From an optimization exercise on the open Yosys and OpenROAD flow, aimed at small area and a short achievable clock period; shortcuts taken in it are not production practice.
At most, simulation tests tie the RTL to the original design; equivalence was not proved.
No functional check of the RTL was part of runs 1 to 3.
Power figures rest on the tool's default switching activity, not on a simulated workload.

$ cat design/flow/run.sh
#!/bin/bash
# synth_recipe.tcl (not shown) runs the flow's synth.tcl, then flattens the netlist and writes it again
# the make line also repeats each setting of config.mk as NAME=value (left out here)
make -C /OpenROAD-flow-scripts/flow DESIGN_CONFIG=/design/flow/config.mk WORK_HOME=/design/flow/orfs CLKGATE_MAP_FILE= SYNTH_SCRIPT=/design/flow/synth_recipe.tcl finish
$ cat design/flow/design.v
package core_pkg;
  localparam int DATA_W     = 32;
  localparam int REG_ADDR_W = 4;
  localparam int NUM_REGS   = 16;
  localparam int IMM_W      = 8;
  typedef enum logic [3:0] {
    OP_EOR = 4'b0001,
    OP_SUB = 4'b0010,
    OP_ADD = 4'b0100,
    OP_TST = 4'b1000,
    OP_TEQ = 4'b1001,
    OP_CMP = 4'b1010,
    OP_ORR = 4'b1100,
    OP_MOV = 4'b1101,
    OP_BIC = 4'b1110,
    OP_MVN = 4'b1111
  } alu_op_e;
  typedef enum logic [3:0] {
    COND_EQ, COND_NE, COND_CS, COND_CC,
    COND_MI, COND_PL, COND_VS, COND_VC,
    COND_HI, COND_LS, COND_GE, COND_LT,
    COND_GT, COND_LE, COND_AL, COND_NV
  } cond_e;
  typedef struct packed {
    logic n;
    logic z;
    logic c;
    logic v;
  } flags_t;
  typedef struct packed {
    logic                  valid;
    cond_e                 cond;
    alu_op_e               op;
    logic                  imm_sel;
    logic                  set_flags;
    logic                  writes_rd;
    logic [REG_ADDR_W-1:0] rn;
    logic [REG_ADDR_W-1:0] rd;
    logic [REG_ADDR_W-1:0] rm;
    logic [IMM_W-1:0]      imm;
  } decoded_t;
  typedef struct packed {
    logic                  valid;
    logic [REG_ADDR_W-1:0] addr;
    logic [DATA_W-1:0]     data;
  } wb_t;
endpackage
`timescale 1ns/1ps
module dp_core (
  input  logic        clk,
  input  logic        nreset,
  input  logic        instr_valid_i,
  input  logic [31:0] instr_i,
  output logic        wb_valid_o,
  output logic [3:0]  wb_addr_o,
  output logic [31:0] wb_data_o,
  output logic [3:0]  flags_o
);
  logic [3:0]  opc, rn, rm, rd;
  logic        imm_sel;
  assign opc     = instr_i[24:21];
  assign rn      = instr_i[19:16];
  assign rd      = instr_i[15:12];
  assign rm      = instr_i[3:0];
  assign imm_sel = instr_i[25];
  logic d_wr, d_setf, d_arith, d_cin, d_inv, d_and, d_or, d_xor;
  always_comb begin
    d_wr = 1'b0; d_setf = 1'b0; d_arith = 1'b0; d_cin = 1'b0; d_inv = 1'b0;
    d_and = 1'b0; d_or = 1'b0; d_xor = 1'b0;
    case (opc)
      4'b0001: begin d_wr = 1'b1; d_setf = instr_i[20]; d_xor = 1'b1; end             
      4'b0010: begin d_wr = 1'b1; d_setf = instr_i[20]; d_arith = 1'b1;               
                     d_cin = 1'b1; d_inv = 1'b1; end
      4'b0100: begin d_wr = 1'b1; d_setf = instr_i[20]; d_arith = 1'b1; end           
      4'b1000: begin d_setf = 1'b1; d_and = 1'b1; end                                 
      4'b1001: begin d_setf = 1'b1; d_xor = 1'b1; end                                 
      4'b1010: begin d_setf = 1'b1; d_arith = 1'b1; d_cin = 1'b1; d_inv = 1'b1; end   
      4'b1100: begin d_wr = 1'b1; d_setf = instr_i[20]; d_or = 1'b1; end              
      4'b1101: begin d_wr = 1'b1; d_setf = instr_i[20]; end                           
      4'b1110: begin d_wr = 1'b1; d_setf = instr_i[20]; d_and = 1'b1; d_inv = 1'b1; end  
      4'b1111: begin d_wr = 1'b1; d_setf = instr_i[20]; d_inv = 1'b1; end             
      default: ;
    endcase
  end
  logic [31:0] regs [16];
  logic        wb_v;
  logic [3:0]  wb_a;
  logic [31:0] wb_d;
  always_ff @(posedge clk) begin
    if (wb_v) regs[wb_a] <= wb_d;
  end
  logic [31:0] op1_d, op2_d;
  assign op1_d = (wb_v && wb_a == rn) ? wb_d : regs[rn];
  assign op2_d = (imm_sel ? {24'b0, instr_i[7:0]}
                          : ((wb_v && wb_a == rm) ? wb_d : regs[rm])) ^ {32{d_inv}};
  logic        ex_v;
  logic [3:0]  ex_cond, ex_rd;
  logic        ex_wr, ex_setf, ex_arith, ex_cin, ex_inv, ex_and, ex_or, ex_xor;
  logic        ex_f1, ex_f2;
  logic [31:0] ex_a, ex_b;
  always_ff @(posedge clk) begin
    ex_v     <= nreset & instr_valid_i;
    ex_cond  <= instr_i[31:28];
    ex_rd    <= rd;
    ex_wr    <= d_wr;
    ex_setf  <= d_setf;
    ex_arith <= d_arith;
    ex_cin   <= d_cin;
    ex_inv   <= d_inv;
    ex_and   <= d_and;
    ex_or    <= d_or;
    ex_xor   <= d_xor;
    ex_f1    <= (ex_rd == rn);
    ex_f2    <= (ex_rd == rm) & ~imm_sel;
    ex_a     <= op1_d;
    ex_b     <= op2_d;
  end
  logic [3:0]  fl;    
  logic [31:0] a, b;
  assign a = (wb_v & ex_f1) ? wb_d : ex_a;
  assign b = (wb_v & ex_f2) ? (wb_d ^ {32{ex_inv}}) : ex_b;
  logic [32:0] sum;
  logic [31:0] lres, res;
  assign sum = {1'b0, a} + {1'b0, b} + {32'b0, ex_cin};
  always_comb begin
    if (ex_and)      lres = a & b;
    else if (ex_or)  lres = a | b;
    else if (ex_xor) lres = a ^ b;
    else             lres = b;
  end
  assign res = ex_arith ? sum[31:0] : lres;
  logic [3:0] fl_next;
  assign fl_next[3] = res[31];
  assign fl_next[2] = (res == 32'b0);
  assign fl_next[1] = ex_arith ? sum[32] : fl[1];
  assign fl_next[0] = ex_arith ? ((a[31] == b[31]) & (sum[31] != a[31])) : fl[0];
  logic pass;
  always_comb begin
    case (ex_cond)
      4'd0:  pass = fl[2];
      4'd1:  pass = ~fl[2];
      4'd2:  pass = fl[1];
      4'd3:  pass = ~fl[1];
      4'd4:  pass = fl[3];
      4'd5:  pass = ~fl[3];
      4'd6:  pass = fl[0];
      4'd7:  pass = ~fl[0];
      4'd8:  pass = fl[1] & ~fl[2];
      4'd9:  pass = ~fl[1] | fl[2];
      4'd10: pass = (fl[3] == fl[0]);
      4'd11: pass = (fl[3] != fl[0]);
      4'd12: pass = ~fl[2] & (fl[3] == fl[0]);
      4'd13: pass = fl[2] | (fl[3] != fl[0]);
      4'd14: pass = 1'b1;
      default: pass = 1'b0;
    endcase
  end
  logic commit;
  assign commit = ex_v & pass;
  always_ff @(posedge clk) begin
    if (!nreset)               fl <= 4'b0;
    else if (commit & ex_setf) fl <= fl_next;
    wb_v <= nreset & commit & ex_wr;
    wb_a <= ex_rd;
    wb_d <= res;
  end
  assign wb_valid_o = wb_v;
  assign wb_addr_o  = wb_a;
  assign wb_data_o  = wb_d;
  assign flags_o    = fl;
endmodule
$ cat design/flow/config.mk
export PLATFORM = sky130hd
export DESIGN_NAME = dp_core
export DESIGN_NICKNAME = dp_core
export VERILOG_FILES = /design/flow/design.v
export SDC_FILE = /design/flow/constraint.sdc
export NUM_CORES = 4
export LEC_CHECK = 0
export CAP_MARGIN = 20
export CORE_MARGIN = 2
export CORE_UTILIZATION = 40
export SLEW_MARGIN = 20
$ cat design/flow/constraint.sdc
create_clock -name core_clock -period 6.5 [get_ports {clk}]
set_input_delay 1.3000 -clock core_clock [delete_from_list [all_inputs] [get_ports {clk}]]
set_output_delay 1.3000 -clock core_clock [all_outputs]
set_load 0.01 [all_outputs]
==> impl_metrics.tcl, run 1 <==
set metrics [dict create \
    status "finished clean" \
    p_sw_mw 2.69 \
    fmax_mhz 172 \
    initial_core_util_pct 40.2 \
    die_x_um 283 \
    fin_util_pct 46.0 \
    synth_seq_cells 608 \
    dr_total_vias 18400 \
    reg2reg_depth 17 \
    pwr-share-clk_pct 38.5 \
    syn-num-nets 2063 \
    placementRows 102 \
    grt_pass1_vias 19500 \
    routed_wl_mm 84.2 \
    synth.area.top_cells "edfxtp_1 (49%), mux4_2 (23%), dfxtp_1 (6.2%)" \
    slew_viol_final 0 \
    ios 76 \
    setup_viol 0 \
    hold_viol_final 0 \
    crit_cells 17 \
    ys_warn_count 1 \
    initialDrtViolationCount 1947 \
    postCtsSetupBuffers 0 \
    synth-compound-area-share_pct 6.08 \
    ys_seq_area_share_pct 55.7 \
    skew_ps 31.0 \
    synth_top_area_share_pct 49.5 \
    grt_overflow_total 0 \
    grt_usage_pct 21.6 \
    synth.distinct_cells 76 \
    synthArstFlopShare_pct 0 \
    cts_hold_buf 0 \
    insertion_delay_ps 620 \
    rsz0062_at_grt "false" \
    grt_max_degree 65 \
    powerDensity_nw_per_um2 288 \
    min_from "ex_rd[1]$_DFF_P_" \
    worstPathCellList "buf_12 > mux4_2 > mux4_2 > mux2i_1 > ha_1 > a21oi_1 > nand2_1 > a221oi_1 > o41ai_2 > xnor2_1 > a22oi_1 > nor4_1 > buf_4 > nor4b_2 > nand4_1 > or4b_1 > o21ai_1" \
    p_leak_nw 12.0 \
    tns_ps 0 \
    synth_edf_count 512 \
    syn-cell-area_sq_um 31100 \
    path_common_cell "mux4_2" \
    cts_made_buffers 67 \
    die-height_um 283 \
    cts_resized 0 \
    synth_xor_area_share_pct 2.99 \
    crit_required_ps 7050 \
    post_drt_via_cell_ratio 5.87 \
    antenna_found_initial 0 \
    drive_above_1_share_pct 26.4 \
    hold_path.class "register to register" \
    core_sq_um 77200 \
    p_int_mw 7.56 \
    crit_path_end_kind "register" \
    path_clk_slew_ps 60 \
    cp_num_buf_inv 2 \
    clock_sinks 608 \
    ant_nets 0 \
    synth_top_family_by_area "multiplexers" \
    critPathArrivalTime_ps 6370 \
    hold_depth 0 \
    synthAdderAreaFrac_pct 2.71 \
    path_class "register to register" \
    slowest_delay_ps 600 \
    period_share_pct 89.5 \
    synthCells 1962 \
    avgSynthCellArea_sq_um 15.8 \
    synth_top_area_cell "edfxtp_1" \
    r2r_end "fl[2]$_SDFFE_PN0P_" \
    area_delta_synth_final_pct 14.4 \
    muxShareOfSynthArea_pct 25.7 \
    tightest_slew_ps 1060 \
    period_needed_ps 5820 \
    cp-start-kind "register" \
    nets 2131 \
    r2r_setup_slack_ps 680 \
    synth_most_common_cell "edfxtp_1" \
    crit_slowest_cell "or4b_1" \
    portBuffers 69 \
    fill_cells 6604 \
    ys.flop_type "edfxtp_1" \
    first_pass_iters 5 \
    cp_max_fo 40 \
    seq_power_share_pct 46.3 \
    total_power_mw 10.3 \
    peakVddDrop_mv 0.171 \
    drv_cap 0 \
    h-tree-depth 3 \
    sw_frac_of_total_pct 26.3 \
    cpLargestDelayFamily "simple AND/OR/NAND/NOR gates" \
    place_congestion 0.882 \
    drc 0 \
    cts_root_buffer "clkbuf_16" \
    grt_pass1_wl_mm 127 \
    cts_buffer_depth 3 \
    wl_per_cell_um 26.9 \
    cts_tree "yes" \
    dpl.hpwl_mm 52.0 \
    crit_end "fl[2]$_SDFFE_PN0P_" \
    relSlewSlack_pct 29.1 \
    diodes 0 \
    ys_top_cells_by_count "edfxtp_1 (512), mux4_2 (320), nor2_1 (109), a21oi_1 (96), dfxtp_1 (96)" \
    die-area_sq_um 79900 \
    combPwrFrac_pct 15.2 \
    synthSimpleGateAreaFrac_pct 4.12 \
]
[how the worst min path moves through the flow]
stage                            endpoint
after global placement    wb_a[1]$_DFF_P_
after floorplan           wb_a[0]$_DFF_P_
after CTS                 wb_a[1]$_DFF_P_
final                     wb_a[1]$_DFF_P_
after global routing      wb_a[1]$_DFF_P_
after detailed placement  wb_a[1]$_DFF_P_
[flip-flops by register name, indices dropped and copies added, names as in the netlist, 4 cells and up, named ones only]
signal,cells
ex_rd,4
ex_b,32
wb_a,4
wb_d,32
regs,512
ex_cond,4
fl,4
[cell families (layout without fill, tap and decap cells)]
family,after synthesis,after routing
flops,608,608
mux,396,396
compound gates,291,291
simple gates,279,279
buf+inv,216,339
xor+xnor,106,106
fa+ha+maj,66,66
[per-stage QoR]
stage / cell area [sq um] / hold WS [ps] / setup WS [ps] / cells
6_report: 35500 / 398 / 683 / 3125
5_1_grt: 35500 / 405 / 414 / 3125
4_1_cts: 35500 / 398 / 710 / 3124
3_5_place_dp: 33200 / 387 / 753 / 3000
3_3_place_gp: 33200 / 386 / 774 / 2999
2_1_floorplan: 31100 / 373 / 726 / 1962
[placed cells by master, fill, tap and decap left out, types with 15 or more instances in the layout]
master	netlist	routed
a21o_1	23	23
dfxtp_1	96	87
clkdlybuf4s50_1	0	64
ha_1	64	64
mux2i_1	71	71
nor2_1	109	97
inv_1	78	78
nand3_1	15	15
o21ai_0	54	54
clkbuf_16	0	70
a21oi_1	96	96
nand2_1	81	79
xor2_1	25	25
xnor2_1	81	81
buf_4	3	59
a211oi_1	25	25
edfxtp_1	512	512
mux4_2	320	320
[power by group through the flow]
stage / Clock, mW / Sequential, mW / Combinational (mW)
5_1_grt: 4.19 / 4.77 / 1.71
6_report: 3.95 / 4.74 / 1.56
4_1_cts: 4.03 / 4.74 / 1.57
3_5_place_dp: 0 / 4.82 / 1.56
2_1_floorplan: 0 / 4.79 / 1.02
3_3_place_gp: 0 / 4.81 / 1.54
[cell type report]
| class | instances | area, sq um | area share (%) |
|---|---|---|---|
| sequential | 608 | 17300 | 48.7 |
| multi-input combinational | 1138 | 13000 | 36.7 |
| clock buffer | 85 | 1850 | 5.20 |
| tap | 1040 | 1300 | 3.66 |
| timing repair buffer | 136 | 1300 | 3.65 |
| clock inverter | 39 | 449 | 1.26 |
| inverter | 79 | 297 | 0.834 |
[metal layers]
metal,routed length (um),GRT usage (%),vias up
met5,0,0,-
met3,4970,2.95,116
met4,1690,5.86,0
li1,-,-,8005
met2,43300,37.8,625
met1,34200,28.2,9604
==> run 2, diff against run 1 <==
--- a/design/flow/design.v
+++ b/design/flow/design.v
@@ -83,15 +83,28 @@
     endcase
   end
-  logic [31:0] regs [16];
+  logic [15:0][31:0] regs;
   logic        wb_v;
   logic [3:0]  wb_a;
   logic [31:0] wb_d;
   always_ff @(posedge clk) begin
-    if (wb_v) regs[wb_a] <= wb_d;
+    for (int i = 0; i < 16; i++)
+      if (wb_v && wb_a == i) regs[i] <= wb_d;
+  end
+  logic [15:0] sel1, sel2;
+  logic [31:0] rd1, rd2;
+  always_comb begin
+    rd1 = '0;
+    rd2 = '0;
+    for (int i = 0; i < 16; i++) begin
+      sel1[i] = (rn == i);
+      sel2[i] = (rm == i);
+      rd1 = rd1 | (regs[i] & {32{sel1[i]}});
+      rd2 = rd2 | (regs[i] & {32{sel2[i]}});
+    end
   end
   logic [31:0] op1_d, op2_d;
-  assign op1_d = (wb_v && wb_a == rn) ? wb_d : regs[rn];
+  assign op1_d = (wb_v && wb_a == rn) ? wb_d : rd1;
   assign op2_d = (imm_sel ? {24'b0, instr_i[7:0]}
-                          : ((wb_v && wb_a == rm) ? wb_d : regs[rm])) ^ {32{d_inv}};
+                          : ((wb_v && wb_a == rm) ? wb_d : rd2)) ^ {32{d_inv}};
   logic        ex_v;
   logic [3:0]  ex_cond, ex_rd;
@@ -132,5 +145,9 @@
   logic [3:0] fl_next;
   assign fl_next[3] = res[31];
-  assign fl_next[2] = (res == 32'b0);
+  logic [31:0] zc;
+  logic        z_add;
+  assign zc     = {a[30:0] | b[30:0], ex_cin};
+  assign z_add  = ((a ^ b) == zc);
+  assign fl_next[2] = ex_arith ? z_add : (lres == 32'b0);
   assign fl_next[1] = ex_arith ? sum[32] : fl[1];
   assign fl_next[0] = ex_arith ? ((a[31] == b[31]) & (sum[31] != a[31])) : fl[0];
==> run 2 against run 1 <==
  * Core utilization is 0.16 points higher
  * Hold slack lost 1.9 ps
  * First-iteration DRC count up 130%
  * Worst setup slack improved by 680 ps
  * Final area down 1.5%
  * Maximum frequency increased by 13%
  * Still clean
  * Count of clock-buffer cells in the layout up 6
  * Flip-flop and latch count increased by 28
  * Clock power increased by 4%
  * Die area is 1.5% lower
  * Sequential share of layout area increased by 2.3 points
  * Cell count grew 16%
==> impl_metrics.tcl, run 2 <==
set metrics [dict create \
    status "finished clean" \
    relSlewSlack_pct 24.2 \
    synth.distinct_cells 75 \
    path_class "register to register" \
    nets 2691 \
    syn-num-nets 2653 \
    ys_top_cells_by_count "edfxtp_1 (512), a22oi_1 (309), nor2_1 (208), a21oi_1 (156), dfxtp_1 (124)" \
    crit_required_ps 7040 \
    die-height_um 281 \
    slowest_delay_ps 810 \
    largest-register "regs" \
    final_common_cell "edfxtp_1" \
    drv_cap 0 \
    largest_register_ffs 512 \
    p_leak_nw 12.2 \
    initialDrtViolationCount 4483 \
    post-place-ws_ps 1460 \
    peakVddDrop_mv 0.176 \
    cts_resized 0 \
    final_cell_mix "edfxtp_1 (512), a22oi_1 (309), nor2_1 (186), a21oi_1 (156), dfxtp_1 (121)" \
    fin_hold_ws_ps 396 \
    cp_max_fo 26 \
    antenna_found_initial 0 \
    die-area_sq_um 78700 \
    hold_path.class "register to register" \
    diodes 0 \
    post_drt_via_cell_ratio 6.79 \
    powerDensity_nw_per_um2 311 \
    period_share_pct 79.0 \
    cpLargestDelayFamily "compound AO/OA/AOI/OAI gates" \
    cts_made_buffers 68 \
    synthArstFlopShare_pct 0 \
    die_x_um 281 \
    tns_ps 0 \
    rsz0062_at_grt "false" \
    synth_top_area_share_pct 50.2 \
    core_sq_um 75800 \
    synth.area.top_cells "edfxtp_1 (50%), dfxtp_1 (8.1%), a22oi_1 (7.6%)" \
    path_clk_slew_ps 60 \
    synth_seq_cells 636 \
    drive_above_1_share_pct 11.0 \
    syn-cell-area_sq_um 30600 \
    drc 0 \
    h-tree-depth 3 \
    skew_ps 28.3 \
    ys_warn_count 1 \
    synth_top_area_cell "edfxtp_1" \
    crit_slowest_cell "o21ai_0" \
    portBuffers 69 \
    cts_hold_buf 0 \
    tightest_slew_ps 1130 \
    initial_core_util_pct 40.4 \
    ant_nets 0 \
    crit_path_end_kind "register" \
    hold_viol_final 0 \
    area_delta_synth_final_pct 14.4 \
    cts_tree "yes" \
    grt_pass1_wl_mm 168 \
    dpl.hpwl_mm 67.0 \
    place_congestion 0.931 \
    worstPathCellList "and2_1 > buf_4 > nor2_1 > a21oi_1 > inv_1 > fa_1 > fa_1 > and2b_1 > o21ai_2 > a21oi_1 > o21ai_1 > nor3b_1 > o21ai_0 > a21boi_0 > o21a_1 > nor3_1" \
    fin_ws_ps 1370 \
    synthCells 2552 \
    cp-start-kind "register" \
    grt_usage_pct 29.7 \
    synth_edf_count 512 \
    critPathArrivalTime_ps 5670 \
    fill_cells 6711 \
    cts_buffer_depth 3 \
    grt_overflow_total 0 \
    ys.flop_type "edfxtp_1" \
    cp_num_buf_inv 2 \
    postCtsSetupBuffers 0 \
    insertion_delay_ps 630 \
    ys_seq_area_share_pct 58.3 \
    grt_max_degree 66 \
    routed_wl_mm 119 \
    period_needed_ps 5130 \
    fmax_mhz 195 \
    ios 76 \
    wl_per_cell_um 32.8 \
    clock_sinks 636 \
    setup_viol 0 \
    cts_root_buffer "clkbuf_16" \
    placementRows 101 \
    first_pass_iters 9 \
    slew_viol_final 0 \
    r2r_setup_slack_ps 1370 \
    dr_total_vias 24600 \
    synth_most_common_cell "edfxtp_1" \
    grt_pass1_vias 23700 \
    avgSynthCellArea_sq_um 12.0 \
]
==> run 2: final timing paths <==
check	to	depth (start not counted)	startpoint
worst max-delay path	fl[1]$_SDFFE_PN0P_	16	ex_f2$_DFF_P_
worst min register to register	wb_a[0]$_DFF_P_	0	ex_rd[0]$_DFF_P_
worst max register to register	fl[1]$_SDFFE_PN0P_	16	ex_f2$_DFF_P_
worst min-delay path	wb_a[0]$_DFF_P_	0	ex_rd[0]$_DFF_P_
==> run 2: metrics by stage <==
stage | utilization [%] | total power [mW] | cells | instance area [sq um]
floorplan | - | 6.05 | 2552 | 30600
global placement | 43.1 | 6.80 | 3498 | 32700
detailed placement | 43.1 | 6.83 | 3498 | 32700
CTS | 46.2 | 10.9 | 3624 | 35000
global route | 46.2 | 11.2 | 3624 | 35000
finish | 46.2 | 10.9 | 3624 | 35000
==> run 2: worst register-to-register path, cell delays in order, from the launching register on <==
cell,delay [ps]
dfxtp_1,630
and2_1,210
buf_4,300
nor2_1,80
a21oi_1,320
inv_1,140
fa_1,470
fa_1,440
and2b_1,240
o21ai_2,70
a21oi_1,200
o21ai_1,180
nor3b_1,220
o21ai_0,810
a21boi_0,320
o21a_1,270
nor3_1,180
==> run 2: final cells by class <==
class | count | area (sq um) | area share [%]
sequential | 636 | 17900 | 51.0
multi-input combinational | 1646 | 11900 | 34.0
clock buffer | 91 | 1920 | 5.49
timing repair buffer | 159 | 1400 | 3.99
tap | 978 | 1220 | 3.49
clock inverter | 35 | 413 | 1.18
inverter | 79 | 297 | 0.847
==> run 2: report_power, final <==
group          internal [mW]  switching (mW)  leakage [nW]  total (mW)
Sequential              4.73           0.276          5.65        5.01
Clock                   2.41            1.68          1.14        4.09
Combinational          0.661            1.14          5.37        1.80
Total                   7.80            3.09          12.2        10.9
==> run 2: routing by layer <==
layer	wire length (um)	track usage, %	vias to the layer above
li1	-	-	10100
met1	45000	40.5	12000
met2	51000	44.4	2130
met3	16100	6.96	427
met4	6630	14.8	0
met5	0	0	-
==> run 2: cell families after synthesis <==
group	share of synthesized area [%]
AOI/OAI and AO/OA	20.8
xor gates and xnor gates	3.92
adders and majority gates	2.75
buffers and inverters	3.76
DFF	58.3
muxes	1.77
and+or+nand+nor	8.63
==> run 3, diff against run 2 <==
--- a/design/flow/config.mk
+++ b/design/flow/config.mk
@@ -9,3 +9,4 @@
 export CORE_MARGIN = 2
 export CORE_UTILIZATION = 40
+export SETUP_SLACK_MARGIN = 2.5
 export SLEW_MARGIN = 20
==> run 3 against run 2 <==
  * Core utilization is 0.38 points higher
  * Sequential share of layout area is 0.39 points lower
  * Count of clock-buffer cells in the layout stayed put
  * Die area stayed put
  * Via count is 0.24% higher
  * Maximum frequency is 28% higher
  * First-iteration DRC count is 2.6% higher
  * Power is 0.30% higher
  * Wire length is 0.54% higher
  * Non-clock buffer count is 10 higher
  * Cell count is 0.28% higher
  * Synthesized cell count stayed put
  * Critical endpoint is now ex_a[18]$_DFF_P_
  * Largest power group unchanged
==> impl_metrics.tcl, run 3 <==
set metrics [dict create \
    crit_slowest_cell "clkdlybuf4s50_1" \
    synthArstFlopShare_pct 0 \
    fmax_mhz 249 \
    largest_register_ffs 512 \
    p_leak_nw 12.3 \
    grt_overflow_total 0 \
    multiInputGateArea_sq_um 12000 \
    core_sq_um 75800 \
    ios 76 \
    path_clk_slew_ps 60 \
    synth_top_family_by_area "compound AO/OA/AOI/OAI gates" \
    avgSynthCellArea_sq_um 12.0 \
    dr_total_vias 24700 \
    r2r_end "wb_d[22]$_DFF_P_" \
    regArea_sq_um 17900 \
    grt_usage_pct 29.8 \
    synth_edf_count 512 \
    reg2reg_depth 17 \
    antenna_found_initial 0 \
    slowest_delay_ps 770 \
    dpl.hpwl_mm 67.0 \
    placementRows 101 \
    status "finished clean" \
    fin_util_pct 46.6 \
    ys.flop_type "edfxtp_1" \
    die-area_sq_um 78700 \
    cpLargestDelayFamily "buffers and inverters" \
    drv_cap 0 \
    total_power_mw 10.9 \
    wl_per_cell_um 32.9 \
    fill_cells 6687 \
    ys_seq_area_share_pct 58.3 \
    h-tree-depth 3 \
    cts_tree "yes" \
    powerDensity_nw_per_um2 309 \
    grt_max_degree 66 \
    skew_ps 28.5 \
    critPathArrivalTime_ps 4480 \
    relSlewSlack_pct 30.3 \
    min_from "ex_rd[0]$_DFF_P_" \
    cp-start-kind "primary input" \
    synthAdderAreaFrac_pct 2.75 \
    initial_core_util_pct 40.4 \
    period_needed_ps 4020 \
    cts_root_buffer "clkbuf_16" \
    portBuffers 69 \
    rsz0062_at_grt "true" \
    cp_max_fo 22 \
    initialDrtViolationCount 4598 \
    peakVddDrop_mv 0.178 \
    syn-num-nets 2653 \
    worstPathCellList "clkdlybuf4s50_1 > nand2b_1 > nor2_4 > buf_4 > a22o_1 > a221oi_1 > nand3_1 > nor2_1 > a21oi_1" \
    synth_most_common_cell "edfxtp_1" \
    final_cell_mix "edfxtp_1 (512), a22oi_1 (309), nor2_1 (186), a21oi_1 (149), dfxtp_1 (115)" \
    r2r_setup_slack_ps 2620 \
    synth-compound-area-share_pct 20.8 \
    area_delta_synth_final_pct 15.4 \
    ys_warn_count 1 \
    routed_wl_mm 119 \
    diodes 0 \
    hold_path.class "register to register" \
    syn-cell-area_sq_um 30600 \
    synthCells 2552 \
    drc 0 \
    post_drt_via_cell_ratio 6.79 \
    drive_above_1_share_pct 12.4 \
    hold_depth 0 \
    synth.distinct_cells 75 \
    crit_required_ps 6950 \
    tightest_slew_ps 1040 \
    ys_top_cells_by_count "edfxtp_1 (512), a22oi_1 (309), nor2_1 (208), a21oi_1 (156), dfxtp_1 (124)" \
    synth_top_area_share_pct 50.2 \
    nets 2701 \
    hold_viol_final 0 \
    setup_viol 0 \
    cp_num_buf_inv 2 \
    grt_pass1_wl_mm 169 \
    cts_made_buffers 68 \
    min_to "wb_a[0]$_DFF_P_" \
    period_share_pct 61.9 \
    synth_xor_area_share_pct 3.92 \
    reg2reg_from "ex_f2$_DFF_P_" \
    first_pass_iters 9 \
    path_class "primary input to register" \
    largest-register "regs" \
    synth_seq_cells 636 \
    cts_buffer_depth 3 \
    slew_viol_final 0 \
    insertion_delay_ps 630 \
    grt_pass1_vias 23700 \
    ant_nets 0 \
    final_common_cell "edfxtp_1" \
    crit_path_end_kind "register" \
    muxShareOfSynthArea_pct 1.77 \
    synthSimpleGateAreaFrac_pct 8.63 \
    synth_top_area_cell "edfxtp_1" \
    place_congestion 0.931 \
    clock_sinks 636 \
    tns_ps 0 \
    die_x_um 281 \
    die-height_um 281 \
    synth.area.top_cells "edfxtp_1 (50%), dfxtp_1 (8.1%), a22oi_1 (7.6%)" \
]
==> run 3: cell count changes in the layout (fill, tap and decap cells not counted), sizes merged <==
cell / before / now
buf: 91 / 100
clkdlybuf4s50: 68 / 64
clkdlybuf4s15: 0 / 3
bufbuf: 0 / 1
dlymetal6s2s: 0 / 1
==> run 3: how the worst max path moves through the flow <==
stage / startpoint / end / slack (ps) / depth (start not counted)
after detailed placement: instr_i[0] / ex_b[1]$_DFF_P_ / 1460 / 9
final: instr_i[16] / ex_a[18]$_DFF_P_ / 2480 / 9
after global routing: wb_d[7]$_DFF_P_ / wb_d[22]$_DFF_P_ / 2480 / 14
after floorplan: wb_v$_DFF_P_ / wb_d[28]$_DFF_P_ / 2620 / 15
after global placement: instr_i[0] / ex_b[2]$_DFF_P_ / 1510 / 11
after CTS: wb_v$_DFF_P_ / wb_d[22]$_DFF_P_ / 2480 / 15
==> run 3: worst reg2reg max path: stages (launching register included) <==
cell and delay [ps]:
dfxtp_4 440, and2_1 220, buf_12 200, nor2_1 80
a21oi_2 160, inv_1 100, fa_1 450, fa_1 440
and2b_1 240, o21ai_2 80, a21oi_2 180, o21ai_2 110
o21ai_2 140, buf_4 170, a21oi_2 130, o221ai_2 300
nand4_1 130, and3b_1 220
==> run 3: cell type report <==
class | count | area share (%)
sequential | 636 | 50.6
tap | 978 | 3.47
clock buffer | 91 | 5.45
clock inverter | 35 | 1.17
inverter | 79 | 0.840
multi-input combinational | 1646 | 34.0
timing repair buffer | 169 | 4.46
==> run 3: per-stage QoR <==
step           cell area [sq um]  hold WS, ps  cells  setup slack [ps]
2_1_floorplan              30600          373   2552              2620
3_5_place_dp               32700          386   3498              1460
3_3_place_gp               32700          385   3498              1510
6_report                   35300          396   3634              2480
4_1_cts                    35200          397   3629              2480
5_1_grt                    35300          407   3634              2480
==> run 3: kinds of logic (layout without fill, tap and decap cells) <==
kind of cell | count (synthesis) | after routing
buffers and inverters | 270 | 374
DFF | 636 | 636
muxes | 54 | 54
and+or+nand+nor | 528 | 528
xor gates and xnor gates | 137 | 137
AOI/OAI and AO/OA | 861 | 861
adders and majority gates | 66 | 66
==> run 3: power by group <==
group / switching, mW / internal [mW]
Sequential: 0.279 / 4.73
Clock: 1.67 / 2.41
Combinational: 1.15 / 0.683
==> run 3: timing repair <==
item / 4_1_cts / 5_1_grt
buffers inserted: 4 / 5
cloned: 1 / 0
endpoints found under the setup margin: 49 / 22
pin swaps: 2 / 3
resized for setup: 33 / 30
hold buffers: 0 / 0
==> run 3: layer usage <==
metal	routed length, um	GRT usage, %	up-vias
met5	0	0	-
met4	6850	14.6	0
met3	16400	7.27	462
met2	50900	44.6	2078
met1	45300	40.5	12000
li1	-	-	10100
==> run 4, diff against run 3 <==
--- a/design/flow/design.v
+++ b/design/flow/design.v
@@ -134,6 +134,8 @@
   assign b = (wb_v & ex_f2) ? (wb_d ^ {32{ex_inv}}) : ex_b;
   logic [32:0] sum;
+  logic [33:0] sum_x;
   logic [31:0] lres, res;
-  assign sum = {1'b0, a} + {1'b0, b} + {32'b0, ex_cin};
+  assign sum_x = {1'b0, a, 1'b1} + {1'b0, b, ex_cin};
+  assign sum   = sum_x[33:1];
   always_comb begin
     if (ex_and)      lres = a & b;
--- a/design/flow/config.mk
+++ b/design/flow/config.mk
@@ -9,4 +9,4 @@
 export CORE_MARGIN = 2
 export CORE_UTILIZATION = 40
-export SETUP_SLACK_MARGIN = 2.5
+export SETUP_SLACK_MARGIN = 3.5
 export SLEW_MARGIN = 20
==> run 4 against run 3 <==
  * Via count increased by 5.6%
  * Flip-flop and latch count unchanged
  * Combinational power increased by 32%
  * Highest routed layer is now met5
  * Largest cell class unchanged
==> impl_metrics.tcl, run 4 <==
set metrics [dict create \
    ios 76 \
    ys_top_cells_by_count "edfxtp_1 (512), a22oi_1 (265), nor2_1 (169), a21oi_1 (141), clkbuf_1 (139)" \
    dpl.hpwl_mm 65.1 \
    largest_register_ffs 512 \
    peakVddDrop_mv 0.185 \
    critPathArrivalTime_ps 3820 \
    grt_overflow_total 0 \
    fmax_mhz 301 \
    core_sq_um 75800 \
    grt_usage_pct 31.6 \
    cts_buffer_depth 3 \
    status "finished clean" \
    path_class "register to register" \
    first_pass_iters 9 \
    die-area_sq_um 78600 \
    synth_top_area_cell "edfxtp_1" \
    final_common_cell "edfxtp_1" \
    reg2reg_depth 16 \
    p_leak_nw 13.4 \
    cp_max_fo 7 \
    r2r_end "fl[0]$_SDFFE_PN0P_" \
    clock_sinks 636 \
    cts_tree "yes" \
    p_sw_mw 3.40 \
    die-height_um 280 \
    slew_viol_final 0 \
    combPwrFrac_pct 21.4 \
    r2r_setup_slack_ps 3180 \
    hold_path.class "register to register" \
    grt_max_degree 57 \
    drive_above_1_share_pct 23.2 \
    powerDensity_nw_per_um2 296 \
    tightest_slew_ps 1020 \
    largest-register "regs" \
    placed_area_sq_um 32800 \
    synth.distinct_cells 78 \
    syn-cell-area_sq_um 30600 \
    tns_ps 0 \
    period_needed_ps 3320 \
    post_drt_via_cell_ratio 6.86 \
    ys_warn_count 1 \
    placementRows 101 \
    ys_seq_area_share_pct 58.4 \
    area_delta_synth_final_pct 25.9 \
    antenna_found_initial 2 \
    synth_edf_count 512 \
    relSlewSlack_pct 31.8 \
    drc 0 \
    portBuffers 69 \
    rsz0062_at_grt "true" \
    ant_nets 0 \
    insertion_delay_ps 640 \
    cts_made_buffers 69 \
    place_congestion 0.938 \
    reg2reg_from "ex_f2$_DFF_P_" \
    nets 2862 \
    wl_per_cell_um 33.6 \
    synthCells 2563 \
    skew_ps 31.8 \
    min_from "ex_rd[2]$_DFF_P_" \
    hold_viol_final 0 \
    grt_pass1_wl_mm 178 \
    design_area_sq_um 38500 \
    crit_required_ps 7000 \
    sw_frac_of_total_pct 29.9 \
    synth.area.top_cells "edfxtp_1 (50%), dfxtp_1 (8.1%), a22oi_1 (6.5%)" \
    syn-num-nets 2663 \
    ys.flop_type "edfxtp_1" \
    path_clk_slew_ps 60 \
    p_int_mw 7.99 \
    grt_pass1_vias 25300 \
    synthArstFlopShare_pct 0 \
    cts_root_buffer "clkbuf_16" \
    drv_cap 0 \
    pwr-share-clk_pct 34.8 \
    routed_wl_mm 128 \
    initialDrtViolationCount 4309 \
    hold_depth 0 \
    die_x_um 280 \
    h-tree-depth 3 \
    period_share_pct 51.0 \
    worstSetupStartpoint "ex_f2$_DFF_P_" \
    avgSynthCellArea_sq_um 11.9 \
    initial_core_util_pct 40.3 \
    synth_top_area_share_pct 50.3 \
    setup_viol 0 \
    synth_seq_cells 636 \
    cp-start-kind "register" \
    total_power_mw 11.4 \
    crit_path_end_kind "register" \
    dr_total_vias 26100 \
    seq_power_share_pct 43.8 \
    min_to "wb_a[2]$_DFF_P_" \
    final_cell_mix "edfxtp_1 (512), a22oi_1 (263), buf_4 (177), nor2_1 (150), a221oi_1 (131)" \
    synth_most_common_cell "edfxtp_1" \
]
-- run 4: cell types whose count changed after synthesis, moves of 16 or more --
cell	before	now
a22o_1	106	128
a221oi_1	113	137
nor2b_1	8	24
nor3_1	21	58
o21ai_0	55	38
nor2_1	208	169
a22oi_1	309	265
a211oi_2	24	1
clkbuf_1	104	139
-- run 4: layer usage --
layer	up-vias	GRT usage [%]	share of wire (%)
met5	-	0	0.012
met4	2	20.6	7.8
met3	638	10.3	14
met2	2419	47.9	43
met1	12500	38.7	35
li1	10500	-	-
-- run 4: worst max-delay path by stage --
stage | to | depth (start not counted)
after floorplan | regs[192]$_DFFE_PP_ | 3
after global placement | ex_b[12]$_DFF_P_ | 10
after detailed placement | ex_b[18]$_DFF_P_ | 9
after CTS | fl[3]$_SDFFE_PN0P_ | 15
after global routing | fl[3]$_SDFFE_PN0P_ | 13
final | fl[0]$_SDFFE_PN0P_ | 16
-- run 4: layout make-up --
| cell class | instances | area [sq um] |
|---|---|---|
| Clock inverter | 41 | 438 |
| Timing Repair Buffer | 324 | 3320 |
| Multi-Input combinational cell | 1638 | 13400 |
| Tap cell | 978 | 1220 |
| Sequential cell | 636 | 18000 |
| Clock buffer | 86 | 1830 |
| Fill cell | 6331 | 37300 |
| Inverter | 93 | 349 |
| Antenna cell | 2 | 5.00 |
-- run 4: cells by family after synthesis --
| family | Yosys count | synth area share, % |
|---|---|---|
| mux | 60 | 1.97 |
| flops | 636 | 58.4 |
| compound gates | 823 | 19.9 |
| fa+ha+maj | 65 | 2.69 |
| buf+inv | 293 | 3.87 |
| xor+xnor | 135 | 3.87 |
| simple gates | 551 | 9.23 |
-- run 4: timing repair --
item | 4_1_cts | 5_1_grt
pin swaps | 72 | 61
setup endpoints to repair | 132 | 69
hold buffers | 0 | 0
gates resized for setup | 357 | 98
gates cloned | 10 | 1
setup buffers | 129 | 34
-- run 4: through the flow --
step           setup slack (ps)  instances  utilization (%)  hold WS [ps]
2_1_floorplan              2920       2563                -           373
3_3_place_gp               1460       3495             43.3           385
3_5_place_dp               1370       3495             43.3           390
4_1_cts                    3210       3761             49.8           385
5_1_grt                    3140       3797             50.8           395
6_report                   3180       3798             50.8           378
-- run 4: power groups by stage --
stage | sequential, mW | combinational [mW] | clock, mW
after CTS | 4.97 | 2.18 | 3.98
after floorplan | 5.04 | 1.04 | 0
after global routing | 5.00 | 2.55 | 4.17
after detailed placement | 5.08 | 1.75 | 0
after global placement | 5.07 | 1.73 | 0
final | 4.99 | 2.43 | 3.97
-- run 4: worst max-delay path: stages, from the launching register on --
cell,delay [ps]
dfxtp_4,350
buf_12,120
and2_4,160
buf_12,160
buf_6,120
buf_12,130
a21oi_4,170
ha_4,250
o21a_1,130
o211ai_1,170
buf_4,150
a2111o_1,270
a21oi_4,110
buf_6,150
o311ai_4,310
a211oi_2,110
a311o_1,330
==> run 5, diff against run 4 <==
--- a/design/flow/design.v
+++ b/design/flow/design.v
@@ -124,18 +124,33 @@
     ex_or    <= d_or;
     ex_xor   <= d_xor;
-    ex_f1    <= (ex_rd == rn);
-    ex_f2    <= (ex_rd == rm) & ~imm_sel;
+    ex_f1    <= wr_now & (ex_rd == rn);
+    ex_f2    <= wr_now & (ex_rd == rm) & ~imm_sel;
     ex_a     <= op1_d;
     ex_b     <= op2_d;
   end
   logic [3:0]  fl;    
+  logic        wr_now;
   logic [31:0] a, b;
-  assign a = (wb_v & ex_f1) ? wb_d : ex_a;
-  assign b = (wb_v & ex_f2) ? (wb_d ^ {32{ex_inv}}) : ex_b;
+  assign a = ex_f1 ? wb_d : ex_a;
+  assign b = ex_f2 ? (wb_d ^ {32{ex_inv}}) : ex_b;
   logic [32:0] sum;
-  logic [33:0] sum_x;
   logic [31:0] lres, res;
-  assign sum_x = {1'b0, a, 1'b1} + {1'b0, b, ex_cin};
-  assign sum   = sum_x[33:1];
+  logic [32:0] pg_g [7];
+  logic [32:0] pg_p [7];
+  assign pg_g[0] = {a & b, ex_cin};
+  assign pg_p[0] = {a ^ b, 1'b0};
+  for (genvar l = 0; l < 6; l++) begin : g_ks
+    for (genvar i = 0; i < 33; i++) begin : g_bit
+      if (i >= (1 << l)) begin : g_op
+        assign pg_g[l+1][i] = pg_g[l][i] | (pg_p[l][i] & pg_g[l][i-(1<<l)]);
+        assign pg_p[l+1][i] = pg_p[l][i] & pg_p[l][i-(1<<l)];
+      end else begin : g_pass
+        assign pg_g[l+1][i] = pg_g[l][i];
+        assign pg_p[l+1][i] = pg_p[l][i];
+      end
+    end
+  end
+  assign sum[31:0] = pg_p[0][32:1] ^ pg_g[6][31:0];
+  assign sum[32]   = pg_g[6][32];
   always_comb begin
     if (ex_and)      lres = a & b;
@@ -177,8 +192,9 @@
   logic commit;
   assign commit = ex_v & pass;
+  assign wr_now = nreset & commit & ex_wr;
   always_ff @(posedge clk) begin
     if (!nreset)               fl <= 4'b0;
     else if (commit & ex_setf) fl <= fl_next;
-    wb_v <= nreset & commit & ex_wr;
+    wb_v <= wr_now;
     wb_a <= ex_rd;
     wb_d <= res;
==> run 5 against run 4 <==
  * Via count is 2.3% lower
  * Final area shrank 1.6%
  * Area after synthesis shrank 0.75%
  * Largest power group unchanged
  * Critical path type is now register to primary output
  * Highest routed layer is now met4
  * Largest cell class unchanged
==> impl_metrics.tcl, run 5 <==
set metrics [dict create \
    status "finished clean" \
    wl_per_cell_um 34.2 \
    slowest_delay_ps 640 \
    ys.flop_type "edfxtp_1" \
    syn-cell-area_sq_um 30300 \
    cts_tree "yes" \
    largest_register_ffs 512 \
    initial_core_util_pct 40.5 \
    synth_most_common_cell "edfxtp_1" \
    core_sq_um 74800 \
    post_drt_via_cell_ratio 6.83 \
    peakVddDrop_mv 0.189 \
    design_area_sq_um 37900 \
    avgSynthCellArea_sq_um 12.1 \
    cp_num_buf_inv 1 \
    crit_required_ps 5200 \
    nets 2801 \
    fmax_mhz 315 \
    tightest_slew_ps 1160 \
    dpl.hpwl_mm 65.7 \
    min_from "ex_rd[0]$_DFF_P_" \
    crit_path_end_kind "primary output" \
    powerDensity_nw_per_um2 301 \
    die-area_sq_um 78100 \
    area_delta_synth_final_pct 24.8 \
    largest-register "regs" \
    ios 76 \
    drv_cap 0 \
    period_needed_ps 3170 \
    drive_above_1_share_pct 23.0 \
    relSlewSlack_pct 22.3 \
    slew_viol_final 0 \
    cpLargestDelayFamily "buffers and inverters" \
    synth_top_area_cell "edfxtp_1" \
    path_class "register to primary output" \
    p_leak_nw 12.9 \
    h-tree-depth 3 \
    worstPathCellList "clkdlybuf4s50_1" \
    die_x_um 279 \
    placementRows 100 \
    grt_overflow_total 0 \
    final_common_cell "edfxtp_1" \
    placed_area_sq_um 32400 \
    insertion_delay_ps 620 \
    skew_ps 17.4 \
    place_congestion 0.890 \
    final_cell_mix "edfxtp_1 (512), a22oi_1 (253), nor2_1 (182), buf_4 (169)" \
    synth_top_area_share_pct 50.7 \
    grt_pass1_vias 24300 \
    grt_pass1_wl_mm 175 \
    path_clk_slew_ps 60 \
    grt_usage_pct 31.3 \
    routed_wl_mm 127 \
    hold_viol_final 0 \
    cts_root_buffer "clkbuf_16" \
    ant_nets 0 \
    ys_seq_area_share_pct 58.9 \
    setup_viol 0 \
    rsz0062_at_grt "true" \
    synth.area.top_cells "edfxtp_1 (51%), dfxtp_1 (8.2%), a22oi_1 (6.3%)" \
    ys_top_cells_by_count "edfxtp_1 (512), a22oi_1 (253), nor2_1 (208), a221oi_1 (137), a21oi_1 (131)" \
    reg2reg_from "ex_f1$_DFF_P_" \
    fill_cells 6275 \
    drc 0 \
    dr_total_vias 25500 \
    syn-num-nets 2616 \
    first_pass_iters 10 \
    cp_max_fo 21 \
    synth.distinct_cells 77 \
    portBuffers 69 \
    cts_made_buffers 70 \
    critPathArrivalTime_ps 1870 \
    synth_seq_cells 636 \
    cts_buffer_depth 3 \
    die-height_um 279 \
    initialDrtViolationCount 4579 \
    tns_ps 0 \
    period_share_pct 48.8 \
    worstSetupStartpoint "wb_d[21]$_DFF_P_" \
    ys_warn_count 3 \
    cts_hold_buf 0 \
    clock_sinks 636 \
    cp-start-kind "register" \
    grt_max_degree 57 \
    hold_path.class "register to register" \
    antenna_found_initial 1 \
    synth_edf_count 512 \
    synthArstFlopShare_pct 0 \
    synthCells 2516 \
    crit_slowest_cell "clkdlybuf4s50_1" \
]
run 5: what timing repair did:
item / CTS / global route
setup endpoints to repair: 130 / 61
endpoints found under the hold margin: 0 / 0
buffers inserted: 105 / 40
pin swaps: 50 / 55
gates resized for setup: 311 / 110
cloned: 10 / 5
run 5: worst register-to-register path, cell delays in order (launching register included):
cell	delay [ps]
dfxtp_4	420
buf_12	130
buf_12	120
mux2i_4	260
inv_2	70
ha_4	230
and3_4	170
and4_4	200
a221oi_4	310
o21ai_2	120
a221o_1	360
a311o_2	370
xnor2_2	210
a21oi_2	70
run 5: per-stage QoR:
step           setup slack, ps  power [mW]  std cells  utilization, %  hold WS, ps
6_report                  3330        11.4       3728            50.6          382
5_1_grt                   3250        11.7       3726            50.6          391
4_1_cts                   3300        11.1       3681            49.4          382
3_5_place_dp              1600        6.78       3438            43.3          386
3_3_place_gp              1590        6.75       3438            43.3          382
2_1_floorplan             3500        6.03       2516               -          375
run 5: layer usage:
metal	GRT usage, %	wire length [um]
met1	40.2	45300
met2	47.8	56100
met3	8.55	17900
met4	17.6	8230
met5	0	0
run 5: where the power goes:
group | leakage, nW | switching, mW | total [mW] | internal [mW]
clock | 1.13 | 1.71 | 4.09 | 2.38
sequential | 5.67 | 0.294 | 5.03 | 4.74
combinational | 6.15 | 1.35 | 2.26 | 0.910
total | 12.9 | 3.36 | 11.4 | 8.03
run 5: cell families after synthesis:
| logic type | count (synthesis) | share of synthesized area [%] |
|---|---|---|
| xor gates and xnor gates | 137 | 3.98 |
| adders and majority gates | 65 | 2.71 |
| DFF | 636 | 58.9 |
| AOI/OAI and AO/OA | 796 | 19.5 |
| muxes | 68 | 2.24 |
| buffers and inverters | 291 | 4.00 |
| and+or+nand+nor | 523 | 8.73 |
run 5: worst paths after layout:
check	cells past startpoint	slack, ps	to
worst max-delay path	1	3330	wb_data_o[21]
worst min-delay path	0	380	wb_a[0]$_DFF_P_
worst max register to register	13	3330	wb_d[31]$_DFF_P_
worst min register to register	0	380	wb_a[0]$_DFF_P_
run 5: area by class of cell:
type | instances | area (sq um) | area share, %
multi-input cells | 1593 | 12900 | 34.0
flip-flops and latches | 636 | 18000 | 47.5
repair buffers | 303 | 3070 | 8.11
clock inverters | 49 | 549 | 1.45
inverters | 96 | 364 | 0.962
repair inverters | 1 | 7.51 | 0.0198
diodes | 2 | 5.00 | 0.0132
clock buffers | 79 | 1800 | 4.74
well taps | 969 | 1210 | 3.20
==> run 6, diff against run 5 <==
==> design/flow/flow/run.sh (new file) <==
#!/bin/bash
# The standard layout, with plain buf_2 port buffers in place of the
# delay cells buffer_ports picks by default
set -euo pipefail
export BUFFER_PORTS_ARGS="-buffer_cell sky130_fd_sc_hd__buf_2"
bash standard.sh > standard_flow.log 2>&1
==> design/flow/standard.sh (new file) <==
#!/bin/bash
# synth_recipe.tcl (not shown) runs the flow's synth.tcl, then flattens the netlist and writes it again
# the make line also repeats each setting of config.mk as NAME=value (left out here)
make -C /OpenROAD-flow-scripts/flow DESIGN_CONFIG=/design/flow/config.mk WORK_HOME=/design/flow/orfs CLKGATE_MAP_FILE= SYNTH_SCRIPT=/design/flow/synth_recipe.tcl "${@:-finish}"
removed: design/flow/run.sh
==> run 6 against run 5 <==
  * Non-clock buffer count decreased by 42
  * Highest routed layer unchanged
  * Largest power group unchanged
  * Synthesized cell count unchanged
  * First-iteration DRC count decreased by 0.83%
  * Critical endpoint is now wb_d[31]$_DFF_P_
  * Count of clock-buffer cells in the layout increased by 17
  * Wire length decreased by 4.2%
==> impl_metrics.tcl, run 6 <==
set metrics [dict create \
    status "finished clean" \
    nets 2754 \
    final_common_cell "edfxtp_1" \
    tightest_slew_ps 1280 \
    rsz0062_at_grt "true" \
    placementRows 100 \
    die-area_sq_um 78100 \
    ys_seq_area_share_pct 58.9 \
    p_leak_nw 12.5 \
    sw_frac_of_total_pct 29.1 \
    syn-num-nets 2616 \
    grt_pass1_wl_mm 171 \
    placed_area_sq_um 32100 \
    hold_viol_final 0 \
    post_drt_via_cell_ratio 6.77 \
    pwr-share-clk_pct 34.8 \
    portBuffers 69 \
    synth_seq_cells 636 \
    p_sw_mw 3.16 \
    dpl.hpwl_mm 66.3 \
    design_area_sq_um 36500 \
    cpLargestDelayFamily "compound AO/OA/AOI/OAI gates" \
    seq_power_share_pct 46.7 \
    syn-cell-area_sq_um 30300 \
    slowest_delay_ps 410 \
    synth_top_area_share_pct 50.7 \
    drc 0 \
    largest-register "regs" \
    wl_per_cell_um 33.2 \
    fill_cells 6467 \
    period_share_pct 48.9 \
    avgSynthCellArea_sq_um 12.1 \
    p_int_mw 7.71 \
    slew_viol_final 0 \
    cp_max_fo 6 \
    cts_tree "yes" \
    grt_max_degree 57 \
    cts_made_buffers 68 \
    h-tree-depth 3 \
    synth.area.top_cells "edfxtp_1 (51%), dfxtp_1 (8.2%), a22oi_1 (6.3%)" \
    fmax_mhz 315 \
    combPwrFrac_pct 18.5 \
    die_x_um 279 \
    synth.distinct_cells 77 \
    area_delta_synth_final_pct 20.2 \
    worstPathCellList "buf_12 > buf_4 > xnor2_2 > a21oi_2 > ha_4 > nor2b_4 > o31a_1 > o21ai_4 > o21ai_4 > a32o_1 > a311o_2 > xnor2_2 > a21oi_2" \
    crit_path_end_kind "register" \
    largest_register_ffs 512 \
    first_pass_iters 8 \
    ys_top_cells_by_count "edfxtp_1 (512), a22oi_1 (253), nor2_1 (208), a221oi_1 (137), a21oi_1 (131)" \
    relSlewSlack_pct 14.6 \
    peakVddDrop_mv 0.176 \
    crit_slowest_cell "a311o_2" \
    synthArstFlopShare_pct 0 \
    cts_root_buffer "clkbuf_16" \
    final_cell_mix "edfxtp_1 (512), a22oi_1 (253), nor2_1 (182), a221oi_1 (136), buf_4 (136)" \
    antenna_found_initial 0 \
    powerDensity_nw_per_um2 298 \
    grt_overflow_total 0 \
    placedCellCount 3442 \
    cts_hold_buf 0 \
    tns_ps 0 \
    insertion_delay_ps 630 \
    ant_nets 0 \
    ys_warn_count 3 \
    grt_usage_pct 30.4 \
    critPathArrivalTime_ps 3660 \
    drv_cap 0 \
    synth_edf_count 512 \
    dr_total_vias 24900 \
    synthCells 2516 \
    cp-start-kind "register" \
    diodes 0 \
    path_clk_slew_ps 60 \
    skew_ps 33.3 \
    crit_required_ps 6980 \
    cts_buffer_depth 3 \
    routed_wl_mm 122 \
    ios 76 \
    synth_top_area_cell "edfxtp_1" \
    initialDrtViolationCount 4541 \
    clock_sinks 636 \
    setup_viol 0 \
    core_sq_um 74800 \
    stdcell_count 3677 \
    initial_core_util_pct 40.5 \
    hold_path.class "register to register" \
    synth_most_common_cell "edfxtp_1" \
    grt_pass1_vias 24000 \
    die-height_um 279 \
    period_needed_ps 3180 \
    cp_num_buf_inv 2 \
    drive_above_1_share_pct 21.9 \
    place_congestion 0.890 \
    ys.flop_type "edfxtp_1" \
    path_class "register to register" \
]
-- run 6: routing by layer --
layer  wire, um  global-route usage, %  part of all wire (%)
met1      42900                   37.4                    35
met2      54400                   47.1                    45
met3      16800                   9.84                    14
met4       8060                   17.3                   6.6
met5          0                      0                     0
-- run 6: area by class of cell --
type / instances / area, sq um / share of cell area [%]
Sequential cell: 636 / 17900 / 49.2
Multi-Input combinational cell: 1590 / 12600 / 34.5
Timing Repair Buffer: 261 / 2260 / 6.19
Clock buffer: 96 / 1890 / 5.19
Tap cell: 969 / 1210 / 3.32
Inverter: 96 / 364 / 0.998
Clock inverter: 28 / 230 / 0.631
Timing Repair inverter: 1 / 7.51 / 0.0206
-- run 6: path summary, 6_finish.rpt --
path | cells past startpoint | to | slack, ps | startpoint
setup / recovery | 13 | wb_d[31]$_DFF_P_ | 3320 | ex_inv$_DFF_P_
hold / removal | 0 | wb_a[2]$_DFF_P_ | 400 | ex_rd[2]$_DFF_P_
setup reg to reg | 13 | wb_d[31]$_DFF_P_ | 3320 | ex_inv$_DFF_P_
hold reg to reg | 0 | wb_a[2]$_DFF_P_ | 400 | ex_rd[2]$_DFF_P_
-- run 6: kinds of logic (layout without fill, tap and decap cells) --
family | after synthesis | in the layout | share of synthesized area [%]
XOR/XNOR | 137 | 137 | 3.98
AND/OR/NAND/NOR | 523 | 524 | 8.73
flip-flops | 636 | 636 | 58.9
adder cells (fa/ha/maj) | 65 | 65 | 2.71
buffers and inverters | 291 | 482 | 4.00
AO/OA/AOI/OAI | 796 | 796 | 19.5
multiplexers | 68 | 68 | 2.24
-- run 6: stage by stage --
stage | power, mW | hold slack, ps | utilization (%) | setup slack (ps)
final | 10.9 | 400 | 48.7 | 3320
after global routing | 11.2 | 412 | 48.7 | 3220
after CTS | 10.7 | 400 | 47.6 | 3330
after detailed placement | 6.71 | 392 | 42.9 | 1970
after global placement | 6.68 | 383 | 42.9 | 1950
after floorplan | 6.03 | 375 | - | 3500
-- run 6: repair_timing --
action	in CTS	in global routing
resized for setup	174	113
pin swaps	43	43
cloned	3	2
buffers inserted	71	35
setup endpoints to repair	81	64
endpoints found under the hold margin	0	0
-- run 6: power by group through the flow --
stage,logic (mW),registers [mW],clock network (mW)
after floorplan,1.01,5.03,0
after global placement,1.59,5.10,0
after detailed placement,1.60,5.11,0
after CTS,1.80,5.04,3.81
after global routing,2.12,5.09,3.96
final,2.01,5.07,3.79
-- run 6: worst reg2reg max path: stages (launching register included) --
cell     delay [ps]
dfxtp_4         390
buf_12          170
buf_4           150
xnor2_2         130
a21oi_2         220
ha_4            240
nor2b_4         130
o31a_1          350
o21ai_4         190
o21ai_4         140
a32o_1          250
a311o_2         410
xnor2_2         210
a21oi_2          90
==> run 7, diff against run 6 <==
--- a/design/flow/design.v
+++ b/design/flow/design.v
@@ -110,5 +110,6 @@
   logic [3:0]  ex_cond, ex_rd;
   logic        ex_wr, ex_setf, ex_arith, ex_cin, ex_inv, ex_and, ex_or, ex_xor;
-  logic        ex_f1, ex_f2;
+  logic        f1_d, f2_d;
+  logic [31:0] lres, res;
   logic [31:0] ex_a, ex_b;
   always_ff @(posedge clk) begin
@@ -124,16 +125,13 @@
     ex_or    <= d_or;
     ex_xor   <= d_xor;
-    ex_f1    <= wr_now & (ex_rd == rn);
-    ex_f2    <= wr_now & (ex_rd == rm) & ~imm_sel;
-    ex_a     <= op1_d;
-    ex_b     <= op2_d;
+    ex_a     <= f1_d ? res : op1_d;
+    ex_b     <= f2_d ? (res ^ {32{d_inv}}) : op2_d;
   end
   logic [3:0]  fl;    
   logic        wr_now;
   logic [31:0] a, b;
-  assign a = ex_f1 ? wb_d : ex_a;
-  assign b = ex_f2 ? (wb_d ^ {32{ex_inv}}) : ex_b;
+  assign a = ex_a;
+  assign b = ex_b;
   logic [32:0] sum;
-  logic [31:0] lres, res;
   logic [32:0] pg_g [7];
   logic [32:0] pg_p [7];
@@ -193,4 +191,6 @@
   assign commit = ex_v & pass;
   assign wr_now = nreset & commit & ex_wr;
+  assign f1_d   = wr_now & (ex_rd == rn);
+  assign f2_d   = wr_now & (ex_rd == rm) & ~imm_sel;
   always_ff @(posedge clk) begin
     if (!nreset)               fl <= 4'b0;
==> run 7 against run 6 <==
  * Hold slack lost 5.3 ps
  * Cell count grew 2.0%
  * Largest power group unchanged
  * Combinational power shrank 3%
  * Via count grew 2.8%
  * Power grew 0.26%
  * Clock skew shrank 6.1 ps
  * Largest cell class unchanged
  * Critical path depth shrank 3
  * Synthesized cell count grew 2.4%
  * Still clean
  * Worst setup slack gained 150 ps
==> impl_metrics.tcl, run 7 <==
set metrics [dict create \
    grt_pass1_vias 24500 \
    die_x_um 282 \
    ys_warn_count 3 \
    drc 0 \
    crit_slowest_cell "a211oi_1" \
    hold_viol_final 0 \
    placed_area_sq_um 32700 \
    ant_nets 0 \
    min_from "ex_rd[1]$_DFF_P_" \
    diodes 0 \
    antenna_found_initial 1 \
    synth_top_area_share_pct 49.7 \
    grt_pass1_wl_mm 173 \
    crit_path_end_kind "register" \
    clock_sinks 633 \
    tns_ps 0 \
    grt_max_degree 67 \
    grt_use_met1_pct 37.8 \
    worstPathCellList "buf_16 > and4bb_4 > buf_4 > a22oi_1 > nand4_1 > nor3_4 > a211oi_1 > nor3_1 > nor3_1 > nand3b_1" \
    post_drt_via_cell_ratio 6.83 \
    synth_edf_count 512 \
    rsz0062_at_grt "true" \
    die-area_sq_um 79600 \
    dpl.hpwl_mm 67.5 \
    initialDrtViolationCount 4420 \
    final_cell_mix "edfxtp_1 (512), a22oi_1 (189), a22o_1 (156), a221oi_1 (147), buf_4 (116)" \
    drv_cap 0 \
    h-tree-depth 3 \
    use_met2_pct 46.5 \
    critPathArrivalTime_ps 3530 \
    ys.flop_type "edfxtp_1" \
    avgSynthCellArea_sq_um 12.0 \
    ys_seq_area_share_pct 57.5 \
    tightest_slew_ps 855 \
    design_area_sq_um 36600 \
    largest_register_ffs 512 \
    cts_tree "yes" \
    area_delta_synth_final_pct 18.2 \
    worstSetupStartpoint "instr_i[3]" \
    period_share_pct 46.5 \
    ys_top_cells_by_count "edfxtp_1 (512), a22oi_1 (191), a22o_1 (156), a221oi_1 (154), clkbuf_1 (127)" \
    nets 2758 \
    synth.distinct_cells 99 \
    portBuffers 69 \
    largest-register "regs" \
    cp_max_fo 29 \
    syn-num-nets 2676 \
    grt_use_met3_pct 9.22 \
    relSlewSlack_pct 43.0 \
    fill_cells 6711 \
    core_sq_um 77100 \
    grt_usage_pct 30.2 \
    final_common_cell "edfxtp_1" \
    fmax_mhz 331 \
    wl_per_cell_um 32.9 \
    placementRows 102 \
    crit_required_ps 7010 \
    reg2reg_from "ex_b[15]$_DFF_P_" \
    cts_root_buffer "clkbuf_16" \
    path_common_cell "nor3_1" \
    routed_wl_mm 123 \
    grt_overflow_total 0 \
    dr_total_vias 25600 \
    ios 76 \
    synthArstFlopShare_pct 0 \
    synth_top_area_cell "edfxtp_1" \
    die-height_um 282 \
    synth_most_common_cell "edfxtp_1" \
    fin_util_pct 47.5 \
    drive_above_1_share_pct 19.9 \
    synth.area.top_cells "edfxtp_1 (50%), dfxtp_1 (7.8%), a22oi_1 (4.6%)" \
    cp-start-kind "primary input" \
    path_class "primary input to register" \
    synthCells 2576 \
    hold_path.class "register to register" \
    peakVddDrop_mv 0.208 \
    place_congestion 0.920 \
    path_clk_slew_ps 60 \
    syn-cell-area_sq_um 31000 \
    setup_viol 0 \
    busiest_layer "met2" \
    synth_seq_cells 633 \
    initial_core_util_pct 40.2 \
    skew_ps 27.2 \
    cts_made_buffers 66 \
    p_leak_nw 12.7 \
    powerDensity_nw_per_um2 298 \
    slew_viol_final 0 \
    slowest_delay_ps 510 \
    cts_buffer_depth 3 \
    status "finished clean" \
    period_needed_ps 3020 \
    insertion_delay_ps 630 \
    first_pass_iters 8 \
]
## run 7: changes by cell type after synthesis, moves of 23 or more
cell and delta:
a22o_1 +26, a21oi_1 -32, clkbuf_1 +30, nor2b_1 +23
nor2_1 -86, a22oi_1 -62, xnor2_1 -53, nand2_1 +35
a211oi_1 +45
## run 7: worst max-delay path, delay by kind of cell
kind                   cells  cell delay (ps)
AOI/OAI and AO/OA          2              650
buffers and inverters      2              470
and+or+nand+nor            6             1100
## run 7: routing by layer
layer,up-vias,share of wire [%]
met5,-,0.0057
met4,2,6.3
met3,514,14
met2,2134,44
met1,12500,36
li1,10400,-
## run 7: power breakdown
group          internal, mW  leakage (nW)  switching, mW
clock                  2.32          1.09           1.66
combinational         0.704          5.92           1.24
sequential             4.71          5.65          0.268
## run 7: final cells by class
class	count	area (sq um)	area share [%]
Clock buffer	82	1770	4.85
Clock inverter	38	464	1.27
Timing Repair Buffer	224	1940	5.31
Inverter	89	335	0.917
Tap cell	1040	1300	3.56
Multi-Input combinational cell	1644	12900	35.4
Sequential cell	633	17800	48.7
## run 7: final timing paths
kind / cells after the start / slack (ps) / end
max: 10 / 3480 / ex_b[31]$_DFF_P_
min: 0 / 390 / wb_a[1]$_DFF_P_
max reg2reg: 11 / 3500 / ex_b[30]$_DFF_P_
min reg2reg: 0 / 390 / wb_a[1]$_DFF_P_
## run 7: cell families after synthesis
group	after synthesis	share of synthesized area [%]
compound gates	849	21.0
buf+inv	303	4.27
xor+xnor	95	2.69
simple gates	574	10.1
mux	57	1.88
flops	633	57.5
fa+ha+maj	65	2.65
## run 7: what timing repair did
item                                    CTS  global route
gates cloned                              4             2
pin swaps                                33            29
gates resized for setup                 126            93
hold buffers                              0             0
setup buffers                            67             9
endpoints found under the setup margin   78            59
## run 7: stage by stage
step / cells / setup WS [ps] / total power [mW] / hold WS (ps)
after floorplan: 2576 / 3360 / 6.06 / 373
after global placement: 3548 / 1880 / 6.71 / 381
after detailed placement: 3548 / 1880 / 6.74 / 383
after CTS: 3739 / 3490 / 10.8 / 395
after global routing: 3750 / 3400 / 11.2 / 402
final: 3750 / 3480 / 10.9 / 394

[separate check: timing with driven ports]
The results above use ideal ports. As a check the final layouts listed here were re-extracted and re-timed, cells and wires unchanged.
Step 1, drivers: a clkbuf_16 drives clk and a buf_2 each remaining input, both assumed.
Step 2 adds t to the input delays and takes it off the output delays; t is the mean of the earliest and latest rising clock arrival at the registers after step 1. Input paths then give back, and output paths get back, about the clock's delay inside the block.
Slacks: no drivers / after step 1 / after step 2; pairs: no drivers / after step 1.
run | t (ns) | setup slack, ns | latest minus earliest clock arrival (ns)
run 1 | 0.667 | 0.683 / 0.683 / 0.683 | 0.032 / 0.032
run 2 | 0.682 | 1.368 / 1.368 / 1.365 | 0.029 / 0.029
run 3 | 0.685 | 2.477 / 2.516 / 1.831 | 0.029 / 0.029
run 4 | 0.690 | 3.182 / 3.182 / 2.788 | 0.033 / 0.033
run 5 | 0.677 | 3.329 / 3.265 / 2.864 | 0.019 / 0.019
run 6 | 0.673 | 3.323 / 3.323 / 2.864 | 0.034 / 0.033
run 7 | 0.683 | 3.476 / 3.382 / 2.699 | 0.028 / 0.028
After both steps setup and hold are still met in every run listed. The setup slack of run 7, which loses most, moves by -0.094 ns with the drivers and by -0.777 ns with both steps.
